What follows belongs to an exercise in optimizing a design on an open flow for a short achievable clock period, few clock cycles per item and low power; a production flow would make more cautious choices. The RTL was checked by simulation tests, not by an equivalence proof against the original design. No activity file was given, so power comes from the tool's default toggle rates.

==> flow/design.v (excerpt) <==
module backend_top (
  input  logic        clk_i,
  input  logic        rst_ni,
  input  logic        fetch_valid_i,
  output logic        fetch_ready_o,
  input  logic [31:0] fetch_instr_i,
  output logic        commit_valid_o,
  output logic [37:0] commit_o
);
Settings: LEC_CHECK=0, CAP_MARGIN=20, CORE_MARGIN=2, CORE_UTILIZATION=40, SLEW_MARGIN=20; clock period 12.0 ns.
standard.sh (not shown) runs the stock make flow with config.mk's settings and CLKGATE_MAP_FILE= SYNTH_SCRIPT=/design/flow/synth_recipe.tcl, a recipe that flattens the netlist after the stock synthesis.
==> flow/flow/run.sh <==
#!/bin/bash
set -e
export SETUP_SLACK_MARGIN=8.4
export BUFFER_PORTS_ARGS="-buffer_cell sky130_fd_sc_hd__buf_4"
bash standard.sh > standard_flow.log 2>&1
The baseline completed without violations.
Testbench counts at the start, summed over its fixed seeds: cycles 25,512, instructions 24,248.
Rerun with:
- CTS_BUF_LIST: not set -> sky130_fd_sc_hd__clkbuf_4 sky130_fd_sc_hd__clkbuf_8
What happened: Worst setup slack improved by 120 ps; total power goes down by 2.7%; via count goes up by about 0.7%; cell area barely changes; critical path depth goes down by 2; fmax goes up by 2.8%; routed wire length goes up by about 0.5%; synthesized area stays the same; cell count goes up by about 2%; global-route usage goes up by 0.11 points; register-to-register slack improved by 120 ps.

---

Setup of run 1:
Another version of the RTL of backend_top (not shown whole).
Size: ~0.072 mm^2 of cells after synthesis.
clock: 12.0 ns
lec_check: 0
cap_margin: 20
core_margin: 2
core_utilization: 55
cts_buf_list: sky130_fd_sc_hd__clkbuf_16
cts_cluster_diameter: 100
cts_cluster_size: 25
place_density: 0.7
setup_slack_margin: 5
slew_margin: 20
run.sh (not shown) runs the stock make flow with config.mk's settings and CLKGATE_MAP_FILE= SYNTH_SCRIPT=/design/flow/synth_recipe.tcl, a recipe that flattens the netlist after the stock synthesis.
Stock flow here: none of the scripts above is used.
Testbench counts of run 1, summed over its fixed seeds: cycles 25,512, instructions 24,248.
--- input diff run 1..run 2 ---
==> flow/flow/run.sh (new file) <==
#!/bin/bash
set -e
export SETUP_SLACK_MARGIN=8.4
export BUFFER_PORTS_ARGS="-buffer_cell sky130_fd_sc_hd__buf_4"
bash standard.sh > standard_flow.log 2>&1
==> flow/standard.sh (new file) <==
#!/bin/bash
# synth_recipe.tcl (not shown) runs the flow's synth.tcl, then flattens the netlist and writes it again
# the make line also repeats each setting of config.mk as NAME=value (left out here)
make -C /OpenROAD-flow-scripts/flow DESIGN_CONFIG=/design/flow/config.mk WORK_HOME=/design/flow/orfs CLKGATE_MAP_FILE= SYNTH_SCRIPT=/design/flow/synth_recipe.tcl "${@:-finish}"
==> flow/config.mk <==
export PLATFORM = sky130hd
export DESIGN_NAME = backend_top
export DESIGN_NICKNAME = backend_top
export VERILOG_FILES = /design/flow/design.v
export SDC_FILE = /design/flow/constraint.sdc
export NUM_CORES = 4
export LEC_CHECK = 0
export CAP_MARGIN = 20
export CORE_MARGIN = 2
export CORE_UTILIZATION = 65
export CTS_BUF_LIST = sky130_fd_sc_hd__clkbuf_16
export CTS_CLUSTER_DIAMETER = 100
export CTS_CLUSTER_SIZE = 25
export PLACE_DENSITY = 0.8
export SLEW_MARGIN = 20
removed: flow/run.sh
### Flow results
Between run 1 and run 2, the flow reports number of core rows decreasing by a little under 10%. Lower critical path depth among run 2 and run 1: run 2. Going from run 1 to run 2, the clock distribution area overhead in the final layout was found to have gone down by 0.17 points. Share of total power in combinational logic in run 2 is 1.2 points above run 1.
diff inputs: run 2 => run 3
==> flow/config.mk <==
export PLATFORM = sky130hd
export DESIGN_NAME = backend_top
export DESIGN_NICKNAME = backend_top
export VERILOG_FILES = /design/flow/design.v
export SDC_FILE = /design/flow/constraint.sdc
export NUM_CORES = 4
export LEC_CHECK = 0
export CAP_MARGIN = 20
export CORE_MARGIN = 2
export CORE_UTILIZATION = 40
export CTS_BUF_LIST = sky130_fd_sc_hd__clkbuf_16
export CTS_CLUSTER_DIAMETER = 100
export CTS_CLUSTER_SIZE = 25
export SLEW_MARGIN = 20
Findings:
NOTE: wire length of the first global-routing pass in run 3 falls short of that of run 2. Run 2 -> run 3: wire length on met2 increased by a few percent. Compare run 3 and run 2 | sequential share of layout area lower: run 3. Compare run 3 and run 2 | time the worst path needs with I/O delays and setup higher: run 2. Run 3: fraction of power consumed by the clock network higher than run 2. Compared to run 2, run 3 shows a wider setup margin.
Modified inputs, run 4 compared to run 3
==> flow/flow/run.sh <==
#!/bin/bash
set -e
export SETUP_SLACK_MARGIN=9.0
export BUFFER_PORTS_ARGS="-buffer_cell sky130_fd_sc_hd__buf_4"
bash standard.sh > standard_flow.log 2>&1
-- flow/config.mk --
<<< run 3, line 8
export CAP_MARGIN = 20
export CORE_MARGIN = 2
export CORE_UTILIZATION = 40
export CTS_BUF_LIST = sky130_fd_sc_hd__clkbuf_16
export CTS_CLUSTER_DIAMETER = 100
export CTS_CLUSTER_SIZE = 25
export SLEW_MARGIN = 20
>>> run 4, line 8
export CAP_MARGIN = 20
export CORE_MARGIN = 2
export CORE_UTILIZATION = 55
export CTS_BUF_LIST = sky130_fd_sc_hd__clkbuf_16
export CTS_CLUSTER_DIAMETER = 100
export CTS_CLUSTER_SIZE = 25
export PLACE_DENSITY = 0.7
export SLEW_MARGIN = 20
==> results.txt <==
- [run 4] number of buffer and inverter instances along the worst setup path rose 1 relative to run 3
- On transition time of the tightest slew-check pin, the lower figure sits with run 3, not run 4.
- Diff run 3 -> run 4 | power of the clock network | down by a few percent
- Compared with run 3, in run 4 count of multi-input gates neither gained nor lost much, design area higher.
- Between run 3 and run 4, the flow reports wire length increasing by a few percent.
- Run 4: met1 usage is 13 points higher than what run 3 reported.
- Comparing final HPWL from detailed placement for run 4 and run 3, the bigger number came from run 3.

static timing again, ports no longer ideal:
How much do the figures lean on ideal ports? The routed layouts below were timed once more, with nothing changed but the port constraints.
Step 1 sets driving cells, clkbuf_16 on the clock port and buf_2 on the other inputs (assumed; they add their load-dependent delay and slew).
Step 2 also shifts input and output timing later by t, the mid clock arrival at the registers, as if the neighbouring blocks saw the same clock.
Three values: no drivers, after step 1, after step 2; two values: the first two.
run	t (ns)	slack for setup (ns)	worst register clock-pin slew, ns
the first run of note 1	0.857	7.468 / 7.468 / 7.468	0.07 / 0.07
the second run of note 1	1.020	7.590 / 7.590 / 7.590	0.07 / 0.07
run 1	0.780	7.123 / 7.123 / 7.123	0.11 / 0.11
run 2	0.831	8.121 / 8.078 / 7.724	0.11 / 0.11
run 3	0.790	8.212 / 8.157 / 7.843	0.11 / 0.11
run 4	0.750	8.204 / 8.198 / 7.842	0.11 / 0.11
After both steps every run listed still meets setup and hold. The setup slack of run 2, which loses most, moves by -0.043 ns with the drivers and by -0.397 ns with both steps.
